This is an optimization exercise on Yosys and OpenROAD, whose aim is small area, not a production implementation. At most, simulation tests tie the RTL to the original design; equivalence was not proved. No functional check of the RTL was part of runs 3 and 6. No activity file was given, so power comes from the tool's default toggle rates.

[flow/flow/run.sh]
#!/bin/bash
set -euo pipefail
bash standard.sh finish "CTS_ARGS=-repair_clock_nets -dont_use_dummy_load -buf_list {sky130_fd_sc_hd__clkbuf_8}" > run_make.log 2>&1
[flow/standard.sh]
#!/bin/bash
# synth_recipe.tcl (not shown) runs the flow's synth.tcl, then flattens the netlist and writes it again
# the make line also repeats each setting of config.mk as NAME=value (left out here)
make -C /OpenROAD-flow-scripts/flow DESIGN_CONFIG=/design/flow/config.mk WORK_HOME=/design/flow/orfs CLKGATE_MAP_FILE= SYNTH_SCRIPT=/design/flow/synth_recipe.tcl "${@:-finish}"
[flow/config.mk]
export PLATFORM = sky130hd
export DESIGN_NAME = scan_top
export DESIGN_NICKNAME = scan_top
export VERILOG_FILES = /design/flow/design.v
export SDC_FILE = /design/flow/constraint.sdc
export NUM_CORES = 4
export LEC_CHECK = 0
export CAP_MARGIN = 20
export CORE_MARGIN = 2
export CORE_UTILIZATION = 70
export CTS_BUF_LIST = sky130_fd_sc_hd__clkbuf_4 sky130_fd_sc_hd__clkbuf_8
export SLEW_MARGIN = 20
[flow/constraint.sdc]
create_clock -name core_clock -period 10.0 [get_ports {clk}]
set_input_delay 2.0000 -clock core_clock [delete_from_list [all_inputs] [get_ports {clk}]]
set_output_delay 2.0000 -clock core_clock [all_outputs]
set_load 0.01 [all_outputs]
[flow/design.v]
`default_nettype none
`default_nettype wire
`default_nettype none
package scan_pkg;
    typedef logic [15:0] distance_t;
    typedef logic [15:0] angle_t;
    typedef struct packed {
        angle_t      fsa;
        angle_t      lsa;
        logic [7:0]  count;
        logic [7:0]  min_idx;
        logic [7:0]  max_idx;
    } scan_summary_t;
    typedef struct packed {
        logic [15:0] alert;
        angle_t      min_angle;
        angle_t      max_angle;
    } scan_report_t;
endpackage
`default_nettype wire
`timescale 1ns/1ps
`default_nettype none
module scan_top (
    input  logic clk,
    input  logic TxD_reset,
    input  logic rx_serial,
    output logic tx_serial,
    output logic tx_busy
);
    logic [3:0] sc_q;       
    logic       tick;
    assign tick = (sc_q == 4'd15);
    always_ff @(posedge clk) begin
        sc_q <= sc_q + 4'd1;
    end
    logic [3:0] rb_q;
    logic       dv;
    logic       b;
    assign b  = rx_serial;
    assign dv = tick & ~rb_q[3];
    always_ff @(posedge clk) begin
        if (TxD_reset) begin
            rb_q <= 4'd9;
        end else if (tick) begin
            if (rb_q == 4'd9) rb_q <= b ? 4'd9 : 4'd0;
            else rb_q <= rb_q + 4'd1;
        end
    end
    localparam logic [2:0] HA = 3'd0, HB = 3'd1, CN = 3'd2, FS = 3'd3, LS = 3'd4, SM = 3'd5;
    logic [2:0]  st_q;
    logic        hi_q;      
    logic        bl_q;      
    logic        pend_q;    
    logic [3:0]  kl;        
    logic        act;
    logic        ab;        
    logic        af;        
    assign kl = {hi_q, rb_q[2:0] - 3'd1};
    assign act = pend_q & (sc_q == kl);
    assign ab  = act & (kl[2:0] == 3'd7);
    assign af  = ab & hi_q;
    logic        a_fs, a_ls, a_sm, a_cn;
    assign a_cn = act & (st_q == CN);
    assign a_fs = act & (st_q == FS);
    assign a_ls = act & (st_q == LS);
    assign a_sm = act & (st_q == SM);
    logic [7:0]  den_q;     
    logic [7:0]  idx_q;     
    logic [15:0] a_q;       
    logic [15:0] s_q;       
    logic [8:0]  r_q;       
    logic [8:0]  e_q;       
    logic        d_q;       
    logic        c_q;       
    logic        first;     
    logic        last;      
    logic [2:0][15:0] p_q;
    logic [2:0]  mi_q;      
    logic [2:0]  ma_q;      
    logic [2:0]  fr;        
    logic        maxv_q;    
    logic        lt_q, gt_q, nz_q, nr_q;
    logic        dq_q;      
    logic [15:0] mina_q;    
    logic [15:0] maxa_q;
    logic [15:0] mask_q;
    localparam logic [2:0] Q_IDLE = 3'd0, Q_DIV = 3'd1, Q_COR = 3'd2, Q_E1 = 3'd3,
                           Q_E2 = 3'd4, Q_A = 3'd5;
    logic [2:0]  sq_q;
    logic        p9;        
    logic        p0;
    logic        dbit;      
    logic        dsub;      
    logic        den0;
    logic [3:0]  tb_q;
    assign p9   = ~sc_q[3] | (sc_q == 4'd8);
    assign p0   = (sc_q == 4'd0);
    assign dbit = ~sc_q[3] & den_q[0];
    assign den0 = (den_q == 8'd0);
    assign dsub = (tb_q == 4'd15) | s_q[0];
    logic fa_x, fa_y, fa_c, fa_s, fa_co;
    always_comb begin
        fa_x = bl_q;
        fa_y = 1'b0;
        fa_c = c_q;
        case (sq_q)
            Q_A:   begin fa_x = a_q[0]; fa_y = s_q[0]; if (p0) fa_c = dq_q & ~first; end
            Q_E1:  begin fa_x = e_q[0]; fa_y = ~sc_q[3] & r_q[0]; if (p0) fa_c = 1'b0; end
            Q_E2:  begin fa_x = e_q[0]; fa_y = dq_q & ~dbit; if (p0) fa_c = dq_q; end
            Q_DIV: begin fa_x = p0 ? s_q[15] : d_q; fa_y = dbit ^ dsub; if (p0) fa_c = dsub; end
            Q_COR: begin fa_x = r_q[0]; fa_y = dbit & ~s_q[0]; if (p0) fa_c = 1'b0; end
            default: begin
                case (st_q)
                    CN: begin fa_y = 1'b1; if (kl == 4'd0) fa_c = 1'b0; end
                    FS: begin fa_x = ~(~kl[3] & den_q[0]); if (kl == 4'd0) fa_c = 1'b1; end
                    default: begin fa_y = ~a_q[0]; if (kl == 4'd0) fa_c = 1'b1; end
                endcase
            end
        endcase
        {fa_co, fa_s} = fa_x + fa_y + fa_c;
    end
    logic rot9;             
    assign rot9 = (sq_q == Q_DIV || sq_q == Q_COR || sq_q == Q_E1 || sq_q == Q_E2) && p9;
    logic hmatch;
    assign hmatch = ((kl[2:0] == 3'd0) | c_q) & (bl_q == (kl[0] ^ (st_q == HB)));
    logic m_bit, x_bit;
    logic lt_n, gt_n, nz_n, nr_n;
    logic take_min, take_max;
    assign fr    = ~(mi_q | ma_q);
    assign m_bit = |(mi_q & {p_q[2][0], p_q[1][0], p_q[0][0]});
    assign x_bit = |(ma_q & {p_q[2][0], p_q[1][0], p_q[0][0]});
    assign lt_n  = (bl_q ^ m_bit) ? m_bit : ((kl != 4'd0) & lt_q);
    assign gt_n  = (bl_q ^ x_bit) ? bl_q  : ((kl != 4'd0) & gt_q);
    assign nz_n  = bl_q | ((kl != 4'd0) & nz_q);
    assign nr_n  = ~bl_q & ((kl == 4'd7) | nr_q);
    assign take_min = nz_n & lt_n;
    assign take_max = nz_n & (~maxv_q | gt_n);
    assign first    = (idx_q == 8'd0);
    assign last     = (idx_q == den_q);
    logic smp_done;         
    assign smp_done = af & (st_q == SM);
    logic idx_lt16;
    assign idx_lt16 = ~(idx_q[5] | idx_q[6] | idx_q[7] | idx_q[0]);
    logic tx_start;
    assign tx_start = (sq_q == Q_A) & tick & (st_q != SM);
    logic        busy_q;
    logic [2:0]  tf_q;
    always_ff @(posedge clk) begin
        if (TxD_reset) begin
            st_q   <= HA;
            sq_q   <= Q_IDLE;
            pend_q <= 1'b0;
        end else begin
            if (dv) pend_q <= 1'b1;
            else if (act) pend_q <= 1'b0;
            if (ab) begin
                case (st_q)
                    HA: if (hmatch) st_q <= HB;
                    HB: st_q <= hmatch ? CN : HA;
                    CN: st_q <= FS;
                    FS: if (hi_q) st_q <= LS;
                    LS: if (hi_q) st_q <= SM;
                    SM: if (hi_q && last) st_q <= HA;
                    default: st_q <= HA;
                endcase
            end
            if (tick) begin
                case (sq_q)
                    Q_DIV:  if (tb_q == 4'd14) sq_q <= Q_COR;
                    Q_COR:  sq_q <= den0 ? Q_A : Q_IDLE;
                    Q_E1:   sq_q <= Q_A;
                    Q_A:    sq_q <= (st_q == SM) ? Q_E2 : Q_IDLE;
                    Q_E2:   sq_q <= Q_IDLE;
                    default: begin
                        if (af && st_q == LS) sq_q <= Q_DIV;
                        else if (smp_done) sq_q <= last ? Q_A : Q_E1;
                    end
                endcase
            end
        end
    end
    always_ff @(posedge clk) begin
        if (dv) bl_q <= b;
        if (ab) begin
            hi_q <= (st_q == CN || st_q == HA || st_q == HB) ? 1'b0 : ~hi_q;
        end
        if (sq_q == Q_A || rot9) c_q <= fa_co;
        else if (act) begin
            if (st_q == HA || st_q == HB) c_q <= hmatch;
            else c_q <= fa_co;
        end
        d_q <= r_q[0];
        den_q <= {a_cn ? fa_s : den_q[0], den_q[7:1]};
        if (st_q == FS) idx_q <= {1'b0, idx_q[7:1]};
        else if (sq_q == Q_E1 && ~sc_q[3]) idx_q <= {idx_q[0] ^ (nz_q | p0), idx_q[7:1]};
        else idx_q <= {idx_q[0], idx_q[7:1]};
        a_q <= {a_fs ? bl_q : ((sq_q == Q_A) ? fa_s : a_q[0]), a_q[15:1]};
        if (a_ls) s_q <= {fa_s, s_q[15:1]};
        else if (sq_q == Q_DIV && sc_q == 4'd8) s_q <= {s_q[14:0], ~fa_s | den0};
        else if (sq_q == Q_A) s_q <= {s_q[0], s_q[15:1]};
        if (a_fs) begin
            r_q <= {1'b0, r_q[8:1]};
            if (kl <= 4'd8) e_q <= {fa_s, e_q[8:1]};
        end else begin
            if ((sq_q == Q_DIV || sq_q == Q_COR) && p9) r_q <= {fa_s, r_q[8:1]};
            else if (sq_q == Q_E1 && p9) r_q <= {r_q[0], r_q[8:1]};
            if ((sq_q == Q_E1 || sq_q == Q_E2) && p9) e_q <= {fa_s, e_q[8:1]};
        end
        for (int r = 0; r < 3; r++) begin
            if (st_q == FS || st_q == LS)
                p_q[r] <= {mi_q[r], p_q[r][15:1]};
            else if (a_sm && !(mi_q[r] || (ma_q[r] && maxv_q)))
                p_q[r] <= {bl_q, p_q[r][15:1]};
            else
                p_q[r] <= {p_q[r][0], p_q[r][15:1]};
        end
        if (a_sm) begin
            lt_q <= smp_done ? (take_min | first) : lt_n;
            gt_q <= smp_done ? (take_max | first) : gt_n;
            nz_q <= nz_n;
            nr_q <= nr_n;
        end else if (sq_q == Q_E1 && ~sc_q[3]) begin
            nz_q <= idx_q[0] & (nz_q | p0);
        end
        if (sq_q == Q_E1 && sc_q == 4'd8) dq_q <= ~fa_s;
        if (st_q == CN) begin
            mi_q   <= 3'b001;
            ma_q   <= 3'b010;
            maxv_q <= 1'b0;
        end else if (smp_done) begin
            if (take_min) mi_q <= fr;
            if (take_max) begin
                if (maxv_q) ma_q <= fr;
                maxv_q <= 1'b1;
            end
        end
    end
    logic        bit_end;
    logic        next_data;   
    logic [3:0]  nidx;        
    logic        ring_bit;
    logic        txd_q;
    logic        txo_q;
    assign bit_end   = busy_q & tick;
    assign next_data = tb_q[3] ? tb_q[0] : (tb_q[2:0] != 3'd7);
    assign nidx      = {tf_q[0], tb_q[2:0] + 3'd1};
    assign ring_bit  = tf_q[2] ? maxa_q[0] : mina_q[0];
    assign tx_serial = txo_q;
    assign tx_busy   = busy_q;
    always_ff @(posedge clk) begin
        if (TxD_reset) begin
            busy_q <= 1'b0;
            txo_q  <= 1'b1;
        end else if (tx_start) begin
            busy_q <= 1'b1;
            txo_q  <= 1'b0;
        end else if (bit_end) begin
            if (tb_q == 4'd8) begin
                txo_q <= (tf_q == 3'd5);
                if (tf_q == 3'd5) busy_q <= 1'b0;
            end else if (!next_data) begin
                txo_q <= 1'b1;
            end else if (tf_q[2:1] == 2'b00) begin
                txo_q <= mask_q[0];
            end else begin
                txo_q <= (nidx == 4'd15) ? ring_bit : txd_q;
            end
        end
    end
    always_ff @(posedge clk) begin
        if (sc_q == nidx) txd_q <= ring_bit;
    end
    always_ff @(posedge clk) begin
        if (tx_start || (af && st_q == LS)) begin
            tb_q <= 4'd15;
            tf_q <= 3'd0;
        end else if (bit_end || (tick && sq_q == Q_DIV)) begin
            tb_q <= (tb_q == 4'd8 && busy_q) ? 4'd15 : tb_q + 4'd1;
            if (tb_q == 4'd8) tf_q <= tf_q + 3'd1;
        end
    end
    always_ff @(posedge clk) begin
        if (smp_done && nz_n && idx_lt16) mask_q <= {nr_n, mask_q[15:1]};
        else if (a_fs || a_ls || (bit_end && next_data && tb_q != 4'd8 && tf_q[2:1] == 2'b00))
            mask_q <= {1'b0, mask_q[15:1]};
    end
    always_ff @(posedge clk) begin
        mina_q <= {(sq_q == Q_A && lt_q) ? a_q[0] : mina_q[0], mina_q[15:1]};
        maxa_q <= {(sq_q == Q_A && gt_q) ? a_q[0] : maxa_q[0], maxa_q[15:1]};
    end
endmodule
`default_nettype wire
==> metrics.yaml, run 1 <==
numCtsBuffers: 17
syn2layout_area_growth_pct: 4.709
r2r_cells: 12
clk_pin_slew_ns: 0.10
fp.dieW_um: 105.8
antenna_found_initial: 0
postCtsSetupBuffers: 0
seq_area_frac_synth_pct: 64.03
setup_viol: 0
num_vias: 4568
cp.arrival_ns: 1.44
yosysWarningCount: 1
min_period_ns: 3.441
finalPower_mw: 1.520
clock.fmax_mhz: 290.6
overflow: 0
synth_area_mm2: 0.007253
ios: 5
finalNetCount: 625
hold_buffers: 0
max_slew.worst_pin.slew_ns: 0.9390
finalHoldViolations: 0
rows: 37
yosys-top-cells-count: "dfxtp_1, edfxtp_1, nand2_1, a21oi_1, nor2_1"
die_h_um: 105.8
place_inst: 723
dr.pass1.iters: 5
port_buffers: 4
cp_max_fo: 6
place_hpwl_um: 9674
hp-class: "reg -> reg"
reg2reg_from: "rb_q[0]"
max-slew-margin-rel_pct: 36.82
worstSetupEndpoint: "tx_busy"
drt_wl_total_um: 13670
dieArea_mm2: 0.01119
htreeDepth: 4
fin_cells: 740
critPathKind: "reg -> out"
power_density_mw_per_mm2: 200.1
cts_sinks: 203
antenna_left: 0
core_mm2: 0.01018
grt_pass1_wl_um: 22090
yosysUniqueCellTypes: 69
clock_latency_ns: 0.47
max_stage_delay_ns: 0.58
start_kind: "flip-flop"
synth-edff-count: 58
cts_tree: "done"
critPathLaunch: "busy_q"
place.gp.congestion: 0.8714
leakagePower_nw: 2.834
ir_drop_uv: 162.7
cts_root_buf: "clkbuf_8"
synth_top_cell_area_share_pct: 40.02
post_drt_wl_per_cell_um: 18.47
critPathCaptureType: "output port"
fin_skew_ns: 0.03013
cts-resized-gates: 0
antenna_cells: 0
synth_most_common_cell: "dfxtp_1"
crit_slowest_cell: "clkdlybuf4s50_1"
syn_inst: 605
timing.rr.end: "r_q[8]"
avgSynthCellArea_um2: 11.99
synth_area_leaders: "dfxtp_1, edfxtp_1, mux2_2, a21oi_1, ha_1"
cp_num_buf_inv: 1
required_ns: 8.00
rsz0062_at_grt: "false"
status: "finished clean"
cap_violations: 0
ys.flop_type: "dfxtp_1"
first_global_vias: 4398
fin_crit_sh_pct: 34.41
clock_path_buffers: 2
crit_cells: 1
grt.total_usage_pct: 26.28
vias_per_cell: 6.173
r2r_setup_slack_ns: 6.70
syn-num-nets: 624
drc: 0
drive_above_1_share_pct: 9.106
fin_setup_tns_ns: 0
async_flop_share_pct: 0
synth_seq_cells: 203
start_util_pct: 71.22
finalMaxSlewViolations: 0
dr.first_iter.drc_count: 525
path_cells: "clkdlybuf4s50_1"
crit_family: "buffers and inverters"
grt_max_degree: 23
fin_hold_ws_ns: 0.3174
yosysTopAreaCell: "dfxtp_1"
-- per-layer routing --
| metal | routed length [µm] | global-route usage (%) |
|---|---|---|
| met1 | 6201 | 35.39 |
| met3 | 782 | 6.679 |
| met4 | 342 | 12.50 |
| met2 | 6341 | 40.09 |
| met5 | 0 | 0 |
-- stage by stage --
| step | utilization, % | setup WS (ns) | area (µm²) |
|---|---|---|---|
| 6_report | 74.57 | 6.559 | 7595 |
| 3_3_place_gp | 72.27 | 6.716 | 7361 |
| 3_5_place_dp | 72.27 | 6.632 | 7361 |
| 2_1_floorplan | - | 7.178 | 7253 |
| 5_1_grt | 74.57 | 6.388 | 7595 |
| 4_1_cts | 74.57 | 6.527 | 7595 |
-- power by group --
group          switching (mW)  internal, mW  total (mW)
logic                   0.122        0.0778       0.199
clock network           0.228         0.150       0.379
registers              0.0416         0.900       0.941
-- worst min-delay path by stage --
stage                       start      end  slack [ns]  cells past startpoint
after floorplan            a_q[1]   a_q[0]        0.31                      0
after global placement    p_q[33]  p_q[32]        0.31                      0
after detailed placement  p_q[24]  p_q[23]        0.31                      0
after CTS                 p_q[41]  p_q[40]        0.32                      0
after global routing      p_q[41]  p_q[40]        0.32                      0
final                     p_q[41]  p_q[40]        0.32                      0
-- state kept, by name, indices dropped and copies added, names as in the netlist, 3 cells and up --
signal,flops
p_q,48
a_q,16
mask_q,16
maxa_q,16
mina_q,16
s_q,16
e_q,9
r_q,9
den_q,8
idx_q,8
rb_q,4
sc_q,4
tb_q,4
ma_q,3
mi_q,3
sq_q,3
st_q,3
tf_q,3
-- layout by cell type, fill, tap and decap left out, drive strengths merged, types with 9 or more instances in the layout --
cell type	count
inv	23
xnor2	9
clkbuf	17
dfxtp	145
a21oi	40
nor3	10
nor2	33
nand2	43
o21ai	23
mux2	19
edfxtp	58
xor2	18
a31oi	10
ha	15
nor4	9
nand3	20
-- final cells by class --
| cell class | count | area (µm²) |
|---|---|---|
| clock buffers | 17 | 234.0 |
| fillers | 695 | 2590 |
| inverters | 24 | 90.09 |
| multi-input cells | 355 | 2409 |
| flip-flops and latches | 203 | 4644 |
| well taps | 136 | 170.2 |
| repair buffers | 5 | 47.55 |
-- worst register-to-register path: stages (launching register included) --
cell	delay, ns
dfxtp_1	0.49
inv_1	0.16
ha_1	0.30
xnor2_2	0.36
nand2_1	0.14
nor2_1	0.17
a211oi_1	0.11
a311oi_1	0.34
fa_1	0.53
inv_1	0.17
a22oi_1	0.12
o32ai_1	0.25
nor2_1	0.06
-- logic make-up (layout without fill, tap and decap cells) --
kind of cell    after synthesis  after routing  share of synthesized area, %
fa+ha+maj                    19             19                         3.295
buf+inv                      47             46                         2.760
simple gates                165            165                         11.92
xor+xnor                     27             27                         3.467
compound gates              120            120                         10.89
flops                       203            203                         64.03
mux                          24             24                         3.640
==> run 2: changes to the inputs <==
--- a/flow/design.v
+++ b/flow/design.v
@@ -69,6 +69,8 @@
     logic [15:0] a_q;       
     logic [15:0] s_q;       
-    logic [8:0]  r_q;       
-    logic [8:0]  e_q;       
+    logic [7:0]  r_q;       
+    logic        rs_q;      
+    logic [7:0]  e_q;       
+    logic        es_q;      
     logic        d_q;       
     logic        c_q;       
@@ -94,5 +96,7 @@
     logic        den0;
     logic [3:0]  tb_q;
-    assign p9   = ~sc_q[3] | (sc_q == 4'd8);
+    logic        p8;
+    assign p8   = (sc_q == 4'd8);
+    assign p9   = ~sc_q[3] | p8;
     assign p0   = (sc_q == 4'd0);
     assign dbit = ~sc_q[3] & den_q[0];
@@ -106,8 +110,8 @@
         case (sq_q)
             Q_A:   begin fa_x = a_q[0]; fa_y = s_q[0]; if (p0) fa_c = dq_q & ~first; end
-            Q_E1:  begin fa_x = e_q[0]; fa_y = ~sc_q[3] & r_q[0]; if (p0) fa_c = 1'b0; end
-            Q_E2:  begin fa_x = e_q[0]; fa_y = dq_q & ~dbit; if (p0) fa_c = dq_q; end
+            Q_E1:  begin fa_x = p8 ? es_q : e_q[0]; fa_y = ~sc_q[3] & r_q[0]; if (p0) fa_c = 1'b0; end
+            Q_E2:  begin fa_x = p8 ? es_q : e_q[0]; fa_y = dq_q & ~dbit; if (p0) fa_c = dq_q; end
             Q_DIV: begin fa_x = p0 ? s_q[15] : d_q; fa_y = dbit ^ dsub; if (p0) fa_c = dsub; end
-            Q_COR: begin fa_x = r_q[0]; fa_y = dbit & ~s_q[0]; if (p0) fa_c = 1'b0; end
+            Q_COR: begin fa_x = p8 ? rs_q : r_q[0]; fa_y = dbit & ~s_q[0]; if (p0) fa_c = 1'b0; end
             default: begin
                 case (st_q)
@@ -199,12 +203,18 @@
         else if (sq_q == Q_DIV && sc_q == 4'd8) s_q <= {s_q[14:0], ~fa_s | den0};
         else if (sq_q == Q_A) s_q <= {s_q[0], s_q[15:1]};
-        if (a_fs) begin
-            r_q <= {1'b0, r_q[8:1]};
-            if (kl <= 4'd8) e_q <= {fa_s, e_q[8:1]};
+        if (st_q == FS) begin
+            r_q  <= {1'b0, r_q[7:1]};
+            rs_q <= 1'b0;
+        end else if ((sq_q == Q_DIV || sq_q == Q_COR) && ~sc_q[3]) begin
+            r_q <= {fa_s, r_q[7:1]};
         end else begin
-            if ((sq_q == Q_DIV || sq_q == Q_COR) && p9) r_q <= {fa_s, r_q[8:1]};
-            else if (sq_q == Q_E1 && p9) r_q <= {r_q[0], r_q[8:1]};
-            if ((sq_q == Q_E1 || sq_q == Q_E2) && p9) e_q <= {fa_s, e_q[8:1]};
-        end
+            r_q <= {r_q[0], r_q[7:1]};
+            if ((sq_q == Q_DIV || sq_q == Q_COR) && p8) rs_q <= fa_s;
+        end
+        if ((a_fs && ~kl[3]) || ((sq_q == Q_E1 || sq_q == Q_E2) && ~sc_q[3]))
+            e_q <= {fa_s, e_q[7:1]};
+        else
+            e_q <= {e_q[0], e_q[7:1]};
+        if ((a_fs && kl == 4'd8) || ((sq_q == Q_E1 || sq_q == Q_E2) && p8)) es_q <= fa_s;
         for (int r = 0; r < 3; r++) begin
             if (st_q == FS || st_q == LS)
==> run 2 against run 1 <==
Still clean on timing, DRC and antenna. Count of clock-buffer cells in the layout did not move. Critical path type unchanged. Die area fell by 2.5%. Total power rose by 15%. Utilization rose by 1.4 points. Final cell count fell by 2.8%. Critical path depth did not move.
==> metrics.yaml, run 2 <==
largest_register_ffs: 48  # unchanged
cp.arrival_ns: 1.51  # +0.07 ns
synth_area_leaders: "dfxtp_1, edfxtp_1, mux2_2, ha_1, xnor2_1"
yosysUniqueCellTypes: 72  # +4.3%
min_period_ns: 3.507  # +0.06576 ns
cp_num_buf_inv: 1  # unchanged
synth-edff-count: 42  # -28%
status: "finished clean"
setup_viol: 0  # unchanged
path_cells: "clkdlybuf4s50_1"
fin_cells: 719  # -2.8%
cts_tree: "done"
antenna_cells: 0  # unchanged
crit_slowest_cell: "clkdlybuf4s50_1"
dieArea_mm2: 0.01092  # -2.5%
grt.total_usage_pct: 25.78  # -0.49 points
fin_hold_ws_ns: 0.3054  # -0.01200 ns
drc: 0  # unchanged
finalMaxSlewViolations: 0  # unchanged
yosys.area_share.adder_pct: 3.240  # -0.055 points
max_slew.worst_pin.slew_ns: 0.7274  # -0.2116 ns
r2r_setup_slack_ns: 6.67  # -0.03 ns
first_global_vias: 4275  # -2.8%
syn2layout_area_growth_pct: 5.098
fin_crit_sh_pct: 35.07  # +0.66 points
cts-resized-gates: 0  # unchanged
async_flop_share_pct: 0  # unchanged
synth-xor-area-share_pct: 3.664  # +0.20 points
die_h_um: 104.5  # -1.2%
final_common_cell: "dfxtp_1"
max-slew-margin-rel_pct: 51.37  # +15 points
synth_compound_area_share_pct: 9.719  # -1.2 points
ir_drop_uv: 207.3  # +27%
htreeDepth: 4  # unchanged
vias_per_cell: 6.056  # -1.9%
antenna_found_initial: 0  # unchanged
start_kind: "flip-flop"
place_hpwl_um: 9090  # -6.0%
synth_most_common_cell: "dfxtp_1"
grt_max_degree: 21  # -8.7%
critPathCaptureType: "output port"
required_ns: 8.00  # about the same
finalNetCount: 607  # -2.9%
r2r_cells: 7  # -5
ys.flop_type: "dfxtp_1"
fp.dieW_um: 104.5  # -1.2%
setup_ws_ns: 6.493  # -0.06576 ns
antenna_left: 0  # unchanged
clock_path_buffers: 2  # unchanged
synth_top_family_by_area: "simple AND/OR/NAND/NOR gates"
num_vias: 4354  # -4.7%
reg2reg_from: "sc_q[3]"
place.gp.congestion: 0.8794  # +0.92%
yosys-top-cells-count: "dfxtp_1, edfxtp_1, nand2_1, nor2_1, a21oi_1"
overflow: 0  # unchanged
leakagePower_nw: 2.853  # +0.69%
finalHoldViolations: 0  # unchanged
crit_family: "buffers and inverters"
synth_seq_cells: 203  # unchanged
yosysWarningCount: 1  # unchanged
place_inst: 702  # -2.9%
rsz0062_at_grt: "false"
avgSynthCellArea_um2: 12.10  # +0.95%
final_area_mm2: 0.007428  # -2.2%
drive_above_1_share_pct: 10.07  # +0.96 points
yosysTopAreaCell: "dfxtp_1"
fin_skew_ns: 0.02368  # -0.006455 ns
max_stage_delay_ns: 0.59  # about the same
cp_max_fo: 8  # +2
hold_buffers: 0  # unchanged
placed_area_mm2: 0.007194  # -2.3%
synth_top_cell_area_share_pct: 45.60  # +5.6 points
yosys.area_share.simple_pct: 12.29  # +0.37 points
synth_mux_area_share_pct: 5.399  # +1.8 points
crit_cells: 1  # unchanged
seq_area_frac_synth_pct: 63.44  # -0.59 points
timing.rr.end: "s_q[0]"
utilization_pct: 76.00  # +1.4 points
finalPower_mw: 1.747  # +15%
cts_root_buf: "clkbuf_8"
post_drt_wl_per_cell_um: 18.04  # -2.3%
port_buffers: 4  # unchanged
cap_violations: 0  # unchanged
power_density_mw_per_mm2: 235.2  # +18%
dp_slack_ns: 6.449  # -0.1829 ns
dr.pass1.iters: 6  # +1
numCtsBuffers: 17  # unchanged
syn_inst: 584  # -3.5%
cts_sinks: 203  # unchanged
rows: 36  # -2.7%
syn-num-nets: 603  # -3.4%
postCtsSetupBuffers: 0  # unchanged
start_util_pct: 72.31  # +1.1 points
synth_area_mm2: 0.007068  # -2.6%
clk_pin_slew_ns: 0.09  # about the same
dr.first_iter.drc_count: 325  # -38%
final_cell_mix: "dfxtp_1, edfxtp_1, nand2_1"
critPathLaunch: "busy_q"
ios: 5  # unchanged
critPathKind: "reg -> out"
core_mm2: 0.009774  # -4.0%
top_register: "p_q"
grt_pass1_wl_um: 21370  # -3.2%
drt_wl_total_um: 12970  # -5.1%
clock.fmax_mhz: 285.2  # -1.9%
hp-class: "reg -> reg"
clock_latency_ns: 0.47  # about the same
fin_setup_tns_ns: 0  # unchanged
worstSetupEndpoint: "tx_busy"
[run 2: cell count changes after synthesis, sizes merged, moves of 6 or more]
cell / change
edfxtp: -16
clkbuf: -6
a21oi: -14
mux2: +6
xnor2: +9
xor2: -9
dfxtp: +16
[run 2: logic make-up after synthesis]
| group | count (synthesis) |
|---|---|
| AND/OR/NAND/NOR | 162 |
| XOR/XNOR | 28 |
| adder cells (fa/ha/maj) | 18 |
| multiplexers | 35 |
| buffers and inverters | 39 |
| flip-flops | 203 |
| AO/OA/AOI/OAI | 99 |
[run 2: how the worst min path moves through the flow]
stage / startpoint / endpoint / slack (ns) / depth (start not counted)
floorplan: a_q[1] / a_q[0] / 0.31 / 0
global placement: p_q[18] / p_q[17] / 0.31 / 0
detailed placement: a_q[9] / a_q[8] / 0.31 / 0
CTS: maxa_q[15] / maxa_q[14] / 0.30 / 0
global route: maxa_q[15] / maxa_q[14] / 0.31 / 0
finish: maxa_q[15] / maxa_q[14] / 0.31 / 0
[run 2: worst reg2reg max path: cells and delay by family, from the launching register on]
family,cells,cell delay [ns]
adder cells (fa/ha/maj),1,0.78
flip-flops,1,0.72
multiplexers,2,0.64
AO/OA/AOI/OAI,3,0.53
AND/OR/NAND/NOR,1,0.40
[run 2: report_power, final]
group	leakage, nW	internal (mW)	total [mW]	switching [mW]
logic	1.04	0.150	0.338	0.187
clock network	0.122	0.150	0.379	0.229
registers	1.69	0.959	1.03	0.0711
total	2.85	1.26	1.75	0.487
[run 2: area by class of cell]
| type | instances | area, µm² |
|---|---|---|
| clock buffer | 17 | 234.0 |
| fill | 660 | 2346 |
| inverter | 19 | 71.32 |
| multi-input combinational | 342 | 2425 |
| sequential | 203 | 4484 |
| tap | 133 | 166.4 |
| timing repair buffer | 5 | 47.55 |
[run 2: routing by layer]
| layer | GRT usage (%) | part of all wire (%) | vias up | wire [µm] |
|---|---|---|---|---|
| met4 | 11.97 | 2.6 | 0 | 333 |
| met3 | 9.023 | 6.3 | 34 | 812 |
| met2 | 38.61 | 46 | 157 | 5929 |
| met1 | 33.75 | 45 | 2081 | 5895 |
| li1 | - | - | 2082 | - |
| met5 | 0 | 0 | - | 0 |
==> run 3: changes to the inputs <==
--- a/flow/design.v
+++ b/flow/design.v
@@ -77,8 +77,7 @@
     logic        first;     
     logic        last;      
-    logic [2:0][15:0] p_q;
-    logic [2:0]  mi_q;      
-    logic [2:0]  ma_q;      
-    logic [2:0]  fr;        
+    logic [15:0] pmin_q;
+    logic [15:0] pmax_q;
+    logic [15:0] psmp_q;
     logic        maxv_q;    
     logic        lt_q, gt_q, nz_q, nr_q;
@@ -131,7 +130,6 @@
     logic lt_n, gt_n, nz_n, nr_n;
     logic take_min, take_max;
-    assign fr    = ~(mi_q | ma_q);
-    assign m_bit = |(mi_q & {p_q[2][0], p_q[1][0], p_q[0][0]});
-    assign x_bit = |(ma_q & {p_q[2][0], p_q[1][0], p_q[0][0]});
+    assign m_bit = pmin_q[0];
+    assign x_bit = pmax_q[0];
     assign lt_n  = (bl_q ^ m_bit) ? m_bit : ((kl != 4'd0) & lt_q);
     assign gt_n  = (bl_q ^ x_bit) ? bl_q  : ((kl != 4'd0) & gt_q);
@@ -217,32 +215,22 @@
             e_q <= {e_q[0], e_q[7:1]};
         if ((a_fs && kl == 4'd8) || ((sq_q == Q_E1 || sq_q == Q_E2) && p8)) es_q <= fa_s;
-        for (int r = 0; r < 3; r++) begin
-            if (st_q == FS || st_q == LS)
-                p_q[r] <= {mi_q[r], p_q[r][15:1]};
-            else if (a_sm && !(mi_q[r] || (ma_q[r] && maxv_q)))
-                p_q[r] <= {bl_q, p_q[r][15:1]};
-            else
-                p_q[r] <= {p_q[r][0], p_q[r][15:1]};
-        end
+        if (st_q == FS || st_q == LS) pmin_q <= {1'b1, pmin_q[15:1]};
+        else if (sq_q == Q_E1 && nr_q) pmin_q <= {psmp_q[0], pmin_q[15:1]};
+        else pmin_q <= {pmin_q[0], pmin_q[15:1]};
+        if (a_sm && !maxv_q) pmax_q <= {bl_q, pmax_q[15:1]};
+        else if (sq_q == Q_E1 && gt_q) pmax_q <= {psmp_q[0], pmax_q[15:1]};
+        else pmax_q <= {pmax_q[0], pmax_q[15:1]};
+        psmp_q <= {a_sm ? bl_q : psmp_q[0], psmp_q[15:1]};
         if (a_sm) begin
             lt_q <= smp_done ? (take_min | first) : lt_n;
             gt_q <= smp_done ? (take_max | first) : gt_n;
             nz_q <= nz_n;
-            nr_q <= nr_n;
+            nr_q <= smp_done ? take_min : nr_n;
         end else if (sq_q == Q_E1 && ~sc_q[3]) begin
             nz_q <= idx_q[0] & (nz_q | p0);
         end
         if (sq_q == Q_E1 && sc_q == 4'd8) dq_q <= ~fa_s;
-        if (st_q == CN) begin
-            mi_q   <= 3'b001;
-            ma_q   <= 3'b010;
-            maxv_q <= 1'b0;
-        end else if (smp_done) begin
-            if (take_min) mi_q <= fr;
-            if (take_max) begin
-                if (maxv_q) ma_q <= fr;
-                maxv_q <= 1'b1;
-            end
-        end
+        if (st_q == CN) maxv_q <= 1'b0;
+        else if (smp_done && take_max) maxv_q <= 1'b1;
     end
     logic        bit_end;
==> run 3 against run 2 <==
Final cell count decreased by 4.7%. Via count decreased by 6.6%. Critical endpoint unchanged. Highest routed layer unchanged. Utilization increased by 0.42 points. First-iteration DRC count decreased by 9.5%. Clock skew increased by 0.021 ns. Still clean on timing, DRC and antenna. Critical path depth unchanged. Critical path type unchanged.
==> metrics.yaml, run 3 <==
status: "finished clean"
post_drt_wl_per_cell_um: 18.19  # +0.81%
avgSynthCellArea_um2: 12.23  # +1.0%
synth_seq_cells: 197  # -3.0%
synth-edff-count: 42  # unchanged
die_h_um: 102.5  # -1.9%
syn-num-nets: 575  # -4.6%
drt_wl_total_um: 12460  # -4.0%
cts_root_buf: "clkbuf_8"
swShare_pct: 20.72  # -7.2 points
synth_area_leaders: "dfxtp_1, edfxtp_1, ha_1, mux2_2, nor2_1"
clk_pin_slew_ns: 0.11  # +0.02 ns
final_cell_mix: "dfxtp_1, nor2_1, edfxtp_1"
cap_violations: 0  # unchanged
yosysWarningCount: 1  # unchanged
rsz0062_at_grt: "false"
crit_family: "buffers and inverters"
rows: 35  # -2.8%
dr.pass1.iters: 5  # -1
synth_area_mm2: 0.006798  # -3.8%
clock.fmax_mhz: 285.8  # +0.22%
async_flop_share_pct: 0  # unchanged
leakagePower_nw: 2.723  # -4.6%
num_vias: 4066  # -6.6%
path_cells: "clkdlybuf4s50_1"
switchingPower_uw: 258.1  # -47%
finalMaxSlewViolations: 0  # unchanged
fin_hold_ws_ns: 0.2978  # -0.007618 ns
antenna_left: 0  # unchanged
clkPwrFrac_pct: 29.8  # +8.1 points
power.internal_uw: 987.2  # -22%
postCtsSetupBuffers: 0  # unchanged
vias_per_cell: 5.936  # -2.0%
ir_drop_uv: 143.7  # -31%
start_util_pct: 72.88  # +0.57 points
fin_cells: 685  # -4.7%
port_buffers: 4  # unchanged
power_density_mw_per_mm2: 174.7  # -26%
first_global_vias: 3876  # -9.3%
yosys-top-cells-count: "dfxtp_1, nor2_1, edfxtp_1, nand2_1, a21oi_1"
finalPower_mw: 1.245  # -29%
grt_pass1_wl_um: 19820  # -7.2%
clock_latency_ns: 0.46  # about the same
finalHoldViolations: 0  # unchanged
critPathCaptureType: "output port"
syn2layout_area_growth_pct: 4.859
cts_tree: "done"
fin_skew_ns: 0.04517  # +0.02149 ns
antenna_found_initial: 0  # unchanged
core_mm2: 0.009328  # -4.6%
cts_sinks: 197  # -3.0%
seqPwrFrac_pct: 66.4  # +7.4 points
overflow: 0  # unchanged
ios: 5  # unchanged
critPathKind: "reg -> out"
max-slew-margin-rel_pct: 53.71  # +2.3 points
min_period_ns: 3.499  # -0.007810 ns
drc: 0  # unchanged
final_common_cell: "dfxtp_1"
htreeDepth: 4  # unchanged
yosysUniqueCellTypes: 65  # -9.7%
seq_area_frac_synth_pct: 64.20  # +0.76 points
cp.arrival_ns: 1.50  # about the same
grt_max_degree: 22  # +4.8%
ys.flop_type: "dfxtp_1"
yosysTopAreaCell: "dfxtp_1"
cp_max_fo: 5  # -3
max_stage_delay_ns: 0.61  # +0.02 ns
clock_path_buffers: 2  # unchanged
crit_slowest_cell: "clkdlybuf4s50_1"
numCtsBuffers: 17  # unchanged
fin_crit_sh_pct: 34.99  # -0.078 points
synth_most_common_cell: "dfxtp_1"
synth_top_cell_area_share_pct: 45.65  # +0.046 points
dieArea_mm2: 0.01052  # -3.7%
fp.dieW_um: 102.5  # -1.9%
place.gp.congestion: 0.9764  # +11%
start_kind: "flip-flop"
grt.total_usage_pct: 25.53  # -0.26 points
utilization_pct: 76.42  # +0.42 points
cp_num_buf_inv: 1  # unchanged
setup_viol: 0  # unchanged
max_slew.worst_pin.slew_ns: 0.6890  # -0.03841 ns
syn_inst: 556  # -4.8%
pwr-share-comb_pct: 3.8  # -16 points
required_ns: 8.00  # about the same
dr.first_iter.drc_count: 294  # -9.5%
finalNetCount: 577  # -4.9%
place_hpwl_um: 8670  # -4.6%
hold_buffers: 0  # unchanged
cts-resized-gates: 0  # unchanged
drive_above_1_share_pct: 9.892  # -0.18 points
antenna_cells: 0  # unchanged
fin_setup_tns_ns: 0  # unchanged
place_inst: 668  # -4.8%
hp-class: "reg -> reg"
[run 3: cell count changes in the layout (fill, tap and decap cells not counted), sizes merged, moves of 6 or more]
cell and delta:
nor2 +12, xnor2 -9, o21ai -7, xor2 +7, dfxtp -6, inv -6
[run 3: through the flow]
stage	instance area [µm²]	setup slack [ns]
after global routing	7128	6.425
final	7128	6.501
after global placement	6894	6.577
after detailed placement	6894	6.561
after floorplan	6798	7.122
after CTS	7128	6.491
[run 3: cell families (layout without fill, tap and decap cells)]
family / Yosys count / in the layout / synth area share (%)
xor+xnor: 25 / 25 / 3.332
buf+inv: 35 / 35 / 2.374
compound gates: 80 / 80 / 7.786
mux: 34 / 34 / 6.019
fa+ha+maj: 17 / 17 / 3.203
flops: 197 / 197 / 64.20
simple gates: 168 / 168 / 13.09
[run 3: worst paths after layout]
path,startpoint,endpoint,slack (ns),cells after the start
min reg2reg,a_q[15],a_q[14],0.30,0
max,busy_q,tx_busy,6.50,1
max reg2reg,sc_q[3],s_q[0],6.67,8
min,a_q[15],a_q[14],0.30,0
[run 3: final cells by class]
type | count | area, µm²
Sequential cell | 197 | 4364
Multi-Input combinational cell | 324 | 2272
Fill cell | 604 | 2200
Clock buffer | 17 | 234.0
Tap cell | 129 | 161.4
Inverter | 13 | 48.80
Timing Repair Buffer | 5 | 47.55
[run 3: metal layers]
layer  vias up  wire (µm)  GRT usage, %
li1       1938          -             -
met1      1945       5783         35.26
met2       155       5638         38.71
met3        28        795         7.729
met4         0        240         8.923
met5         -          0             0
[run 3: power by group through the flow]
stage | registers, mW | logic [mW] | clock network, mW
after CTS | 0.826 | 0.0468 | 0.377
final | 0.827 | 0.0472 | 0.371
after global placement | 0.844 | 0.0438 | 0
after detailed placement | 0.844 | 0.0466 | 0
after global routing | 0.827 | 0.0528 | 0.407
after floorplan | 0.840 | 0.0376 | 0
==> run 4: changes to the inputs <==
--- a/flow/design.v
+++ b/flow/design.v
@@ -38,10 +38,11 @@
     logic       b;
     assign b  = rx_serial;
-    assign dv = tick & ~rb_q[3];
+    assign dv = tick & (rb_q == 4'd15 || (~rb_q[3] && rb_q[2:0] != 3'd7));
     always_ff @(posedge clk) begin
         if (TxD_reset) begin
             rb_q <= 4'd9;
         end else if (tick) begin
-            if (rb_q == 4'd9) rb_q <= b ? 4'd9 : 4'd0;
+            if (rb_q == 4'd9) rb_q <= b ? 4'd9 : 4'd15;
+            else if (rb_q == 4'd7) rb_q <= 4'd9;
             else rb_q <= rb_q + 4'd1;
         end
@@ -56,5 +57,5 @@
     logic        ab;        
     logic        af;        
-    assign kl = {hi_q, rb_q[2:0] - 3'd1};
+    assign kl = {hi_q, rb_q[2:0]};
     assign act = pend_q & (sc_q == kl);
     assign ab  = act & (kl[2:0] == 3'd7);
==> run 4 against run 3 <==
Global-route usage up 0.23 points. Setup slack better by 0.022 ns. Final cell count down 1.0%. Area after synthesis down 0.42%. Worst hold slack better by 0.016 ns. Total power up 52%. Design area down 0.77%. Combinational power rose to 8.9 times the previous value. Sequential share of layout area up 0.48 points. Sequential cell count unchanged. Critical endpoint unchanged.
==> metrics.yaml, run 4 <==
n_fill_cell: 600  # -0.66%
postCtsSetupBuffers: 0  # unchanged
synth-edff-count: 42  # unchanged
rows: 35  # unchanged
drc: 0  # unchanged
die_h_um: 102.3  # -0.20%
grt.total_usage_pct: 25.75  # +0.23 points
place_inst: 661  # -1.0%
cts-resized-gates: 0  # unchanged
hold_buffers: 0  # unchanged
synth_top_cell_area_share_pct: 45.84  # +0.19 points
yosysUniqueCellTypes: 62  # -4.6%
seq_area_frac_synth_pct: 64.47  # +0.27 points
cp_num_buf_inv: 1  # unchanged
cts_tree: "done"
fin_setup_tns_ns: 0  # unchanged
multiInputGateArea_mm2: 0.002210  # -2.8%
drt_wl_total_um: 12370  # -0.73%
async_flop_share_pct: 0  # unchanged
antenna_found_initial: 0  # unchanged
antenna_cells: 0  # unchanged
rsz0062_at_grt: "false"
finalHoldViolations: 0  # unchanged
core_mm2: 0.009328  # unchanged
regArea_mm2: 0.004364  # unchanged
clock_path_buffers: 2  # unchanged
cp_max_fo: 7  # +2
place_hpwl_um: 8633  # -0.42%
required_ns: 8.00  # about the same
htreeDepth: 4  # unchanged
finalNetCount: 569  # -1.4%
numCtsBuffers: 17  # unchanged
dr.pass1.iters: 5  # unchanged
start_util_pct: 72.57  # -0.31 points
ys.flop_type: "dfxtp_1"
max_slew.worst_pin.slew_ns: 0.9222  # +0.2331 ns
finalPower_mw: 1.894  # +52%
path_cells: "clkdlybuf4s50_1"
crit_cells: 1  # unchanged
cp.arrival_ns: 1.48  # -0.02 ns
power_density_mw_per_mm2: 267.7  # +53%
overflow: 0  # unchanged
crit_family: "buffers and inverters"
final_common_cell: "dfxtp_1"
fin_cells: 678  # -1.0%
yosys-top-cells-count: "dfxtp_1, edfxtp_1, nand2_1, nor2_1, a21oi_1"
setup_viol: 0  # unchanged
dr.first_iter.drc_count: 357  # +21%
clock.fmax_mhz: 287.6  # +0.64%
antenna_left: 0  # unchanged
place.gp.congestion: 0.9566  # -2.0%
finalMaxSlewViolations: 0  # unchanged
avgSynthCellArea_um2: 12.28  # +0.48%
hold_depth: 0  # unchanged
clk_pin_slew_ns: 0.11  # about the same
crit_slowest_cell: "clkdlybuf4s50_1"
critPathKind: "reg -> out"
ir_drop_uv: 251.2  # +75%
syn_inst: 551  # -0.90%
port_buffers: 4  # unchanged
fin_crit_sh_pct: 34.77  # -0.22 points
start_kind: "flip-flop"
synth_area_leaders: "dfxtp_1, edfxtp_1, ha_1, nand2_1, mux2_2"
syn2layout_area_growth_pct: 4.492
fin_hold_ws_ns: 0.3140  # +0.01613 ns
critPathCaptureType: "output port"
final_cell_mix: "dfxtp_1, edfxtp_1, nand2_1"
min_period_ns: 3.477  # -0.02239 ns
ios: 5  # unchanged
yosysWarningCount: 1  # unchanged
fin_skew_ns: 0.03363  # -0.01154 ns
grt_max_degree: 22  # unchanged
clock_latency_ns: 0.44  # -0.02 ns
post_drt_wl_per_cell_um: 18.24  # +0.29%
synth_most_common_cell: "dfxtp_1"
first_global_vias: 3770  # -2.7%
fp.dieW_um: 102.3  # -0.20%
cap_violations: 0  # unchanged
status: "finished clean"
leakagePower_nw: 2.732  # +0.34%
utilization_pct: 75.83  # -0.59 points
syn-num-nets: 569  # -1.0%
dieArea_mm2: 0.01047  # -0.41%
hp-class: "reg -> reg"
grt_pass1_wl_um: 19710  # -0.59%
synth_area_mm2: 0.006769  # -0.42%
cts_root_buf: "clkbuf_8"
r2r_cells: 5  # -3
max-slew-margin-rel_pct: 38.05  # -16 points
num_vias: 4018  # -1.2%
yosysTopAreaCell: "dfxtp_1"
cts_sinks: 197  # unchanged
max_stage_delay_ns: 0.60  # about the same
synth_seq_cells: 197  # unchanged
vias_per_cell: 5.926  # -0.16%
drive_above_1_share_pct: 8.743  # -1.1 points
[run 4: changes by cell type after synthesis, moves of 4 or more]
cell,delta
nor2_1,-10
a31oi_1,+9
nand3_1,-7
a21oi_1,-6
xnor2_1,+6
nand2b_1,-5
o21ai_0,+5
xor2_1,-5
a211oi_1,+4
buf_6,+4
inv_1,+4
nand4_1,+4
[run 4: worst register-to-register path: cells and delay by family, from the launching register on]
kind,cells,cell delay [ns]
AOI/OAI and AO/OA,1,0.58
xor gates and xnor gates,1,0.22
DFF,1,0.76
and+or+nand+nor,3,1.20
[run 4: cell type report]
type	instances	area share [%]
Sequential cell	197	61.70
Multi-Input combinational cell	314	31.24
Clock buffer	17	3.308
Tap cell	129	2.282
Inverter	17	0.9022
Timing Repair Buffer	4	0.5661
[run 4: logic make-up (layout without fill, tap and decap cells)]
logic type               Yosys count  count (layout)  share of synthesized area, %
flip-flops                       197             197                         64.47
adder cells (fa/ha/maj)           15              15                         2.884
AO/OA/AOI/OAI                     92              92                         9.316
AND/OR/NAND/NOR                  151             151                         11.81
multiplexers                      31              31                         5.398
buffers and inverters             40              38                         2.883
XOR/XNOR                          25              25                         3.235
[run 4: worst paths after layout]
path,start,endpoint,slack [ns]
worst max-delay path,busy_q,tx_busy,6.52
worst min-delay path,pmax_q[13],pmax_q[12],0.31
worst max register to register,sc_q[3],mask_q[1],6.89
worst min register to register,pmax_q[13],pmax_q[12],0.31
[run 4: stage by stage]
stage	area [µm²]	setup slack (ns)
2_1_floorplan	6769	7.432
3_3_place_gp	6839	6.670
3_5_place_dp	6839	6.671
4_1_cts	7073	6.493
5_1_grt	7073	6.440
6_report	7073	6.523
[run 4: per-layer routing]
metal  share of wire (%)  up-vias  wire length [µm]  global-route usage, %
met5                   0        -                 0                      0
met4                 1.5        0               187                  9.026
met3                 5.0       13               623                  6.156
met2                  47      131              5874                  40.84
met1                  46     1933              5682                  35.06
li1                    -     1941                 -                      -
[run 4: power by group]
group / switching [mW] / internal, mW / leakage (nW)
Sequential: 0.110 / 0.997 / 1.65
Combinational: 0.230 / 0.188 / 0.960
Clock: 0.218 / 0.151 / 0.122
Total: 0.558 / 1.34 / 2.73
==> run 5: changes to the inputs <==
==> flow/flow/run.sh (replaced) <==
#!/bin/bash
set -euo pipefail
bash standard.sh finish "CTS_ARGS=-repair_clock_nets -dont_use_dummy_load -buf_list {sky130_fd_sc_hd__clkbuf_8}" "BUFFER_PORTS_ARGS=-buffer_cell sky130_fd_sc_hd__buf_1" > run_make.log 2>&1
==> run 5 against run 4 <==
Critical path depth unchanged. Register-to-register slack improved by 0.04 ns. Non-clock buffer count unchanged. Sequential share of layout area increased by 0.22 points. Final cell count unchanged. Highest routed layer unchanged.
==> metrics.yaml, run 5 <==
swShare_pct: 29.67  # +0.22 points
leakagePower_nw: 2.721  # -0.40%
synth_most_common_cell: "dfxtp_1"
finalMaxSlewViolations: 0  # unchanged
cts_root_buf: "clkbuf_8"
path_cells: "buf_1"
postCtsSetupBuffers: 0  # unchanged
finalHoldViolations: 0  # unchanged
final_common_cell: "dfxtp_1"
cp_num_buf_inv: 1  # unchanged
cts_tree: "done"
r2r_setup_slack_ns: 6.93  # +0.04 ns
numCtsBuffers: 17  # unchanged
switchingPower_uw: 563.7  # +1.1%
power.internal_mw: 1.336  # about the same
utilization_pct: 75.56  # -0.27 points
dieArea_mm2: 0.01047  # unchanged
fp.dieW_um: 102.3  # unchanged
ys.flop_type: "dfxtp_1"
cap_violations: 0  # unchanged
grt.total_usage_pct: 26.25  # +0.50 points
crit_slowest_cell: "dfxtp_1"
n_fill_cell: 592  # -1.3%
fin_skew_ns: 0.03638  # +0.002749 ns
final_cell_mix: "dfxtp_1, edfxtp_1, nand2_1"
synth_seq_cells: 197  # unchanged
fin_hold_ws_ns: 0.3114  # -0.002578 ns
clock.fmax_mhz: 316.7  # +10%
start_util_pct: 72.57  # unchanged
timing.rr.end: "mask_q[5]"
cp_max_fo: 7  # unchanged
overflow: 0  # unchanged
fin_cells: 678  # unchanged
antenna_left: 0  # unchanged
hp-class: "reg -> reg"
synth-edff-count: 42  # unchanged
hold_buffers: 0  # unchanged
rows: 35  # unchanged
grt_pass1_wl_um: 20210  # +2.6%
clk_pin_slew_ns: 0.11  # about the same
grt_max_degree: 22  # unchanged
avgSynthCellArea_um2: 12.28  # unchanged
clock_latency_ns: 0.46  # +0.02 ns
place.gp.congestion: 0.9132  # -4.5%
async_flop_share_pct: 0  # unchanged
place_hpwl_um: 8805  # +2.0%
first_global_vias: 3916  # +3.9%
rsz0062_at_grt: "false"
max_stage_delay_ns: 0.48  # -0.12 ns
post_drt_wl_per_cell_um: 18.55  # +1.7%
place_inst: 661  # unchanged
yosysUniqueCellTypes: 62  # unchanged
cts_sinks: 197  # unchanged
drc: 0  # unchanged
htreeDepth: 4  # unchanged
power_density_mw_per_mm2: 269.6  # +0.69%
drive_above_1_share_pct: 8.743  # unchanged
cts-resized-gates: 0  # unchanged
yosysTopAreaCell: "dfxtp_1"
core_mm2: 0.009328  # unchanged
critPathKind: "reg -> out"
syn2layout_area_growth_pct: 4.122
yosys-top-cells-count: "dfxtp_1, edfxtp_1, nand2_1, nor2_1, a21oi_1"
ios: 5  # unchanged
hold_depth: 0  # unchanged
reg2reg_from: "sc_q[3]"
port_buffers: 4  # unchanged
syn-num-nets: 569  # unchanged
ir_drop_uv: 140.4  # -44%
die_h_um: 102.3  # unchanged
antenna_found_initial: 0  # unchanged
r2r_cells: 5  # unchanged
drt_wl_total_um: 12580  # +1.7%
finalNetCount: 569  # unchanged
dr.pass1.iters: 5  # unchanged
required_ns: 8.00  # about the same
pwr-share-comb_pct: 22.2  # about the same
multiInputGateArea_mm2: 0.002210  # unchanged
critPathCaptureType: "output port"
setup_viol: 0  # unchanged
synth_area_leaders: "dfxtp_1, edfxtp_1, ha_1, nand2_1, mux2_2"
dr.first_iter.drc_count: 257  # -28%
final_area_mm2: 0.007048  # -0.35%
regArea_mm2: 0.004364  # unchanged
crit_family: "flip-flops"
yosysWarningCount: 1  # unchanged
seq_area_frac_synth_pct: 64.47  # unchanged
fin_setup_tns_ns: 0  # unchanged
num_vias: 4045  # +0.67%
critPathLaunch: "busy_q"
crit_cells: 1  # unchanged
clock_path_buffers: 2  # unchanged
vias_per_cell: 5.966  # +0.67%
worstSetupEndpoint: "tx_busy"
seqPwrFrac_pct: 58.1  # -0.4 points
start_kind: "flip-flop"
antenna_cells: 0  # unchanged
max-slew-margin-rel_pct: 50.63  # +13 points
fin_crit_sh_pct: 31.57  # -3.2 points
max_slew.worst_pin.slew_ns: 0.7385  # -0.1837 ns
synth_top_cell_area_share_pct: 45.84  # unchanged
syn_inst: 551  # unchanged
status: "finished clean"
min_period_ns: 3.157  # -0.3192 ns
synth_area_mm2: 0.006769  # unchanged
clkPwrFrac_pct: 19.8  # +0.3 points
cp.arrival_ns: 1.16  # -0.32 ns
placed_area_mm2: 0.006814  # -0.37%
## run 5: cell counts after synthesis
No cell type changed its count.
## run 5: final cells by class
class / instances / share of cell area (%)
sequential: 197 / 61.92
multi-input combinational: 314 / 31.35
tap: 129 / 2.290
inverter: 17 / 0.9054
timing repair buffer: 4 / 0.2130
clock buffer: 17 / 3.320
## run 5: power by group through the flow
stage,clock [mW],sequential (mW),combinational (mW)
CTS,0.383,1.10,0.415
detailed placement,0,1.12,0.414
global route,0.409,1.12,0.464
finish,0.375,1.10,0.421
floorplan,0,1.06,0.355
global placement,0,1.11,0.400
## run 5: logic make-up after synthesis
| kind of cell | count (synthesis) | synth area share [%] |
|---|---|---|
| XOR/XNOR | 25 | 3.235 |
| adder cells (fa/ha/maj) | 15 | 2.884 |
| flip-flops | 197 | 64.47 |
| AND/OR/NAND/NOR | 151 | 11.81 |
| multiplexers | 31 | 5.398 |
| buffers and inverters | 40 | 2.883 |
| AO/OA/AOI/OAI | 92 | 9.316 |
## run 5: stage by stage
| stage | power [mW] | setup WS, ns |
|---|---|---|
| final | 1.900 | 6.843 |
| after global routing | 1.993 | 6.680 |
| after CTS | 1.902 | 6.841 |
| after global placement | 1.513 | 7.071 |
| after detailed placement | 1.533 | 7.012 |
| after floorplan | 1.415 | 7.432 |
## run 5: worst min-delay path by stage
| stage | from | to | slack [ns] |
|---|---|---|---|
| after floorplan | a_q[1] | a_q[0] | 0.31 |
| after global placement | pmax_q[5] | pmax_q[4] | 0.31 |
| after detailed placement | mina_q[15] | mina_q[14] | 0.31 |
| after CTS | maxa_q[14] | maxa_q[13] | 0.31 |
| after global routing | maxa_q[14] | maxa_q[13] | 0.31 |
| final | maxa_q[14] | maxa_q[13] | 0.31 |
## run 5: layer usage
layer  share of wire [%]  global-route usage [%]  vias to the layer above
met5                   0                       0                        -
li1                    -                       -                     1937
met3                 6.1                   6.088                       22
met1                  46                   37.01                     1956
met2                  46                   40.28                      130
met4                 1.9                   9.231                        0
==> run 6: changes to the inputs <==
--- a/flow/design.v
+++ b/flow/design.v
@@ -102,5 +102,5 @@
     assign dbit = ~sc_q[3] & den_q[0];
     assign den0 = (den_q == 8'd0);
-    assign dsub = (tb_q == 4'd15) | s_q[0];
+    assign dsub = (tb_q == 4'd0) | s_q[0];
     logic fa_x, fa_y, fa_c, fa_s, fa_co;
     always_comb begin
@@ -170,5 +170,5 @@
             if (tick) begin
                 case (sq_q)
-                    Q_DIV:  if (tb_q == 4'd14) sq_q <= Q_COR;
+                    Q_DIV:  if (tb_q == 4'd15) sq_q <= Q_COR;
                     Q_COR:  sq_q <= den0 ? Q_A : Q_IDLE;
                     Q_E1:   sq_q <= Q_A;
@@ -242,6 +242,6 @@
     logic        txo_q;
     assign bit_end   = busy_q & tick;
-    assign next_data = tb_q[3] ? tb_q[0] : (tb_q[2:0] != 3'd7);
-    assign nidx      = {tf_q[0], tb_q[2:0] + 3'd1};
+    assign next_data = ~tb_q[3];
+    assign nidx      = {tf_q[0], tb_q[2:0]};
     assign ring_bit  = tf_q[2] ? maxa_q[0] : mina_q[0];
     assign tx_serial = txo_q;
@@ -255,5 +255,5 @@
             txo_q  <= 1'b0;
         end else if (bit_end) begin
-            if (tb_q == 4'd8) begin
+            if (tb_q[0] && tb_q[3]) begin
                 txo_q <= (tf_q == 3'd5);
                 if (tf_q == 3'd5) busy_q <= 1'b0;
@@ -272,14 +272,14 @@
     always_ff @(posedge clk) begin
         if (tx_start || (af && st_q == LS)) begin
-            tb_q <= 4'd15;
+            tb_q <= 4'd0;
             tf_q <= 3'd0;
         end else if (bit_end || (tick && sq_q == Q_DIV)) begin
-            tb_q <= (tb_q == 4'd8 && busy_q) ? 4'd15 : tb_q + 4'd1;
-            if (tb_q == 4'd8) tf_q <= tf_q + 3'd1;
+            tb_q <= (tb_q[0] && tb_q[3] && busy_q) ? 4'd0 : tb_q + 4'd1;
+            if (tb_q[0] && tb_q[3]) tf_q <= tf_q + 3'd1;
         end
     end
     always_ff @(posedge clk) begin
         if (smp_done && nz_n && idx_lt16) mask_q <= {nr_n, mask_q[15:1]};
-        else if (a_fs || a_ls || (bit_end && next_data && tb_q != 4'd8 && tf_q[2:1] == 2'b00))
+        else if (a_fs || a_ls || (bit_end && next_data && tf_q[2:1] == 2'b00))
             mask_q <= {1'b0, mask_q[15:1]};
     end
==> run 6 against run 5 <==
Sequential power down 25%. Critical endpoint is now a_q[15]. Utilization fell by 0.19 points. Combinational power fell by 95%. Maximum frequency rose by 0.21%. Worst hold slack lost 0.013 ns. Design area shrank 1.2%. Critical path type is now reg -> reg. Global-route usage decreased by 0.33 points. Clock skew rose by 0.0086 ns. Via count is 0.42% lower. Synthesized cell count decreased by 1.1%. Register-to-register slack worse by 0.08 ns. Largest cell class unchanged. First-iteration DRC count grew 40%.
==> metrics.yaml, run 6 <==
synth_top_cell_area_share_pct: 46.63  # +0.79 points
required_ns: 10.38  # +2.38 ns
fp.dieW_um: 101.5  # -0.82%
finalNetCount: 561  # -1.4%
start_util_pct: 72.01  # -0.56 points
fin_cells: 673  # -0.74%
numCtsBuffers: 17  # unchanged
yosysUniqueCellTypes: 59  # -4.8%
cp_max_fo: 13  # +6
synth_seq_cells: 197  # unchanged
place_inst: 656  # -0.76%
postCtsSetupBuffers: 0  # unchanged
regArea_mm2: 0.004364  # unchanged
cp.arrival_ns: 3.53  # +2.37 ns
die_h_um: 101.5  # -0.82%
place.gp.congestion: 0.9505  # +4.1%
cap_violations: 0  # unchanged
post_drt_wl_per_cell_um: 18.05  # -2.7%
status: "finished clean"
min_period_ns: 3.151  # -0.006510 ns
yosys.area_share.simple_pct: 11.60  # -0.21 points
final_cell_mix: "dfxtp_1, edfxtp_1, nor2_1"
syn2layout_area_growth_pct: 4.663
synth-edff-count: 42  # unchanged
clock_path_buffers: 2  # unchanged
port_buffers: 4  # unchanged
r2r_setup_slack_ns: 6.85  # -0.08 ns
synth_compound_area_share_pct: 9.402  # +0.086 points
antenna_found_initial: 0  # unchanged
fin_crit_sh_pct: 31.51  # -0.065 points
rsz0062_at_grt: "false"
final_common_cell: "dfxtp_1"
num_vias: 4028  # -0.42%
dr.max_layer_used: "met4"
dr_wl_met2_um: 5789  # +0.94%
cts_tree: "done"
ios: 5  # unchanged
reg2reg_from: "st_q[0]"
synth_area_mm2: 0.006654  # -1.7%
grt.total_usage_pct: 25.91  # -0.33 points
hold_end: "e_q[2]"
hold_depth: 0  # unchanged
cts_root_buf: "clkbuf_8"
yosys.area_share.adder_pct: 2.369  # -0.51 points
synth_mux_area_share_pct: 5.359  # -0.038 points
dieArea_mm2: 0.01030  # -1.6%
drc: 0  # unchanged
yosys-top-cells-count: "dfxtp_1, edfxtp_1, nor2_1, a21oi_1, nand2_1"
finalHoldViolations: 0  # unchanged
first_global_vias: 3783  # -3.4%
place_hpwl_um: 8399  # -4.6%
ys.flop_type: "dfxtp_1"
critPathKind: "reg -> reg"
grt_pass1_wl_um: 19620  # -2.9%
clock_latency_ns: 0.47  # about the same
wl_met3_um: 692  # -10%
drive_above_1_share_pct: 8.824  # +0.080 points
drt_wl_total_um: 12150  # -3.4%
grt_max_degree: 21  # -4.5%
avgSynthCellArea_um2: 12.21  # -0.62%
max-slew-margin-rel_pct: 41.73  # -8.9 points
start_kind: "flip-flop"
hp-class: "reg -> reg"
synth-xor-area-share_pct: 3.159  # -0.076 points
seq_area_frac_synth_pct: 65.59  # +1.1 points
multiInputGateArea_mm2: 0.002122  # -4.0%
setup_viol: 0  # unchanged
antenna_cells: 0  # unchanged
timing.rr.end: "a_q[15]"
synth_most_common_cell: "dfxtp_1"
dr.pass1.iters: 7  # +2
power_density_mw_per_mm2: 174.5  # -35%
max_slew.worst_pin.slew_ns: 0.8676  # +0.1292 ns
htreeDepth: 4  # unchanged
dr.first_iter.drc_count: 360  # +40%
syn_inst: 545  # -1.1%
vias_per_cell: 5.985  # +0.32%
rows: 35  # unchanged
async_flop_share_pct: 0  # unchanged
syn-num-nets: 560  # -1.6%
n_fill_cell: 598  # +1.0%
clk_pin_slew_ns: 0.10  # about the same
r2r_cells: 10  # +5
yosysWarningCount: 1  # unchanged
leakagePower_nw: 2.723  # about the same
yosysTopAreaCell: "dfxtp_1"
fin_setup_tns_ns: 0  # unchanged
ir_drop_uv: 150.3  # +7.1%
core_mm2: 0.009240  # -0.94%
fin_skew_ns: 0.04498  # +0.008599 ns
min_from: "e_q[3]"
overflow: 0  # unchanged
clock.fmax_mhz: 317.4  # +0.21%
cts-resized-gates: 0  # unchanged
synth_area_leaders: "dfxtp_1, edfxtp_1, xor2_1, mux2_2, nor2_1"
synth_top_family_by_area: "simple AND/OR/NAND/NOR gates"
critPathCaptureType: "flip-flop"
cts_sinks: 197  # unchanged
hold_buffers: 0  # unchanged
wl_met1_um: 5380  # -7.7%
finalMaxSlewViolations: 0  # unchanged
antenna_left: 0  # unchanged
run 6: cell count changes after synthesis, sizes merged, moves of 3 or more:
cell | previous run | this run
a211oi | 8 | 13
a21oi | 19 | 28
a31oi | 16 | 9
buf | 13 | 8
clkbuf | 10 | 15
ha | 14 | 11
nand2 | 38 | 28
nand2b | 4 | 8
nor2 | 35 | 38
nor2b | 5 | 8
o21ai | 17 | 21
xnor2 | 14 | 5
xor2 | 11 | 19
run 6: logic make-up after synthesis:
logic type,after synthesis
multiplexers,30
buffers and inverters,39
AND/OR/NAND/NOR,146
AO/OA/AOI/OAI,97
flip-flops,197
adder cells (fa/ha/maj),12
XOR/XNOR,24
run 6: worst max path at each step:
stage / from / cells after the start / endpoint
final: st_q[0] / 10 / a_q[15]
after global routing: st_q[0] / 10 / a_q[15]
after CTS: st_q[0] / 10 / a_q[15]
after detailed placement: TxD_reset / 3 / st_q[1]
after global placement: TxD_reset / 3 / st_q[1]
after floorplan: st_q[1] / 12 / a_q[15]
run 6: cell type report:
type / count / area share, %
multi-input cells: 309 / 30.47
clock buffers: 17 / 3.360
repair buffers: 5 / 0.3234
inverters: 16 / 0.8624
flip-flops and latches: 197 / 62.67
well taps: 129 / 2.318
run 6: worst max-delay path: stages (launching register included):
cell	delay (ns)
dfxtp_1	0.59
and3b_1	0.38
mux2_2	0.39
or2_2	0.28
a211oi_1	0.19
a21oi_1	0.09
fa_1	0.74
inv_1	0.11
nor2_1	0.12
a21oi_1	0.06
a21oi_1	0.16
run 6: where the power goes:
group,leakage (nW),switching (mW),internal [mW]
registers,1.64,0.00830,0.816
logic,0.964,0.0114,0.0100
clock network,0.122,0.219,0.150
total,2.72,0.238,0.977
run 6: per-layer routing:
layer  vias up  global-route usage [%]
met5         -                       0
met4         0                   10.91
met3        29                   6.832
met2       153                   40.45
met1      1933                   34.64
li1       1913                       -
run 6: through the flow:
stage	hold slack (ns)	setup WS [ns]	area [µm²]	power [mW]	utilization, %
after CTS	0.3038	6.893	6964	1.225	75.37
final	0.2988	6.849	6964	1.215	75.37
after global placement	0.3105	6.932	6730	0.8632	72.84
after detailed placement	0.3121	6.868	6730	0.8638	72.84
after global routing	0.2961	6.662	6964	1.258	75.37
after floorplan	0.3096	7.151	6654	0.8571	-

## separate check: timing with driven ports
The flow's constraints put no driver on any port. The routed layouts listed below were extracted and timed again, unchanged, in two steps. Step 1, drivers: a clkbuf_16 drives clk and a buf_2 each remaining input, both assumed. Step 2, shift: input delay + t, output delay - t, t = (earliest + latest rising clock arrival at the registers) / 2. This alone moves slack from input paths to output paths. Slacks: ideal ports / drivers / drivers and shift; pairs: ideal ports / drivers.
run	t (ns)	slack for setup (ns)	worst register clock-pin slew, ns	pins driven straight from the clock port
run 1	0.491	6.559 / 6.523 / 6.619	0.10 / 0.10	1
run 2	0.494	6.493 / 6.459 / 6.393	0.09 / 0.09	1
run 3	0.474	6.501 / 6.468 / 6.496	0.11 / 0.11	1
run 4	0.469	6.523 / 6.487 / 6.645	0.11 / 0.11	1
run 5	0.480	6.843 / 6.808 / 6.926	0.11 / 0.11	1
run 6	0.480	6.849 / 6.849 / 6.844	0.11 / 0.11	1
After both steps setup and hold are still met in every run listed. The setup slack of run 2, which loses most, moves by -0.034 ns with the drivers and by -0.100 ns with both steps.
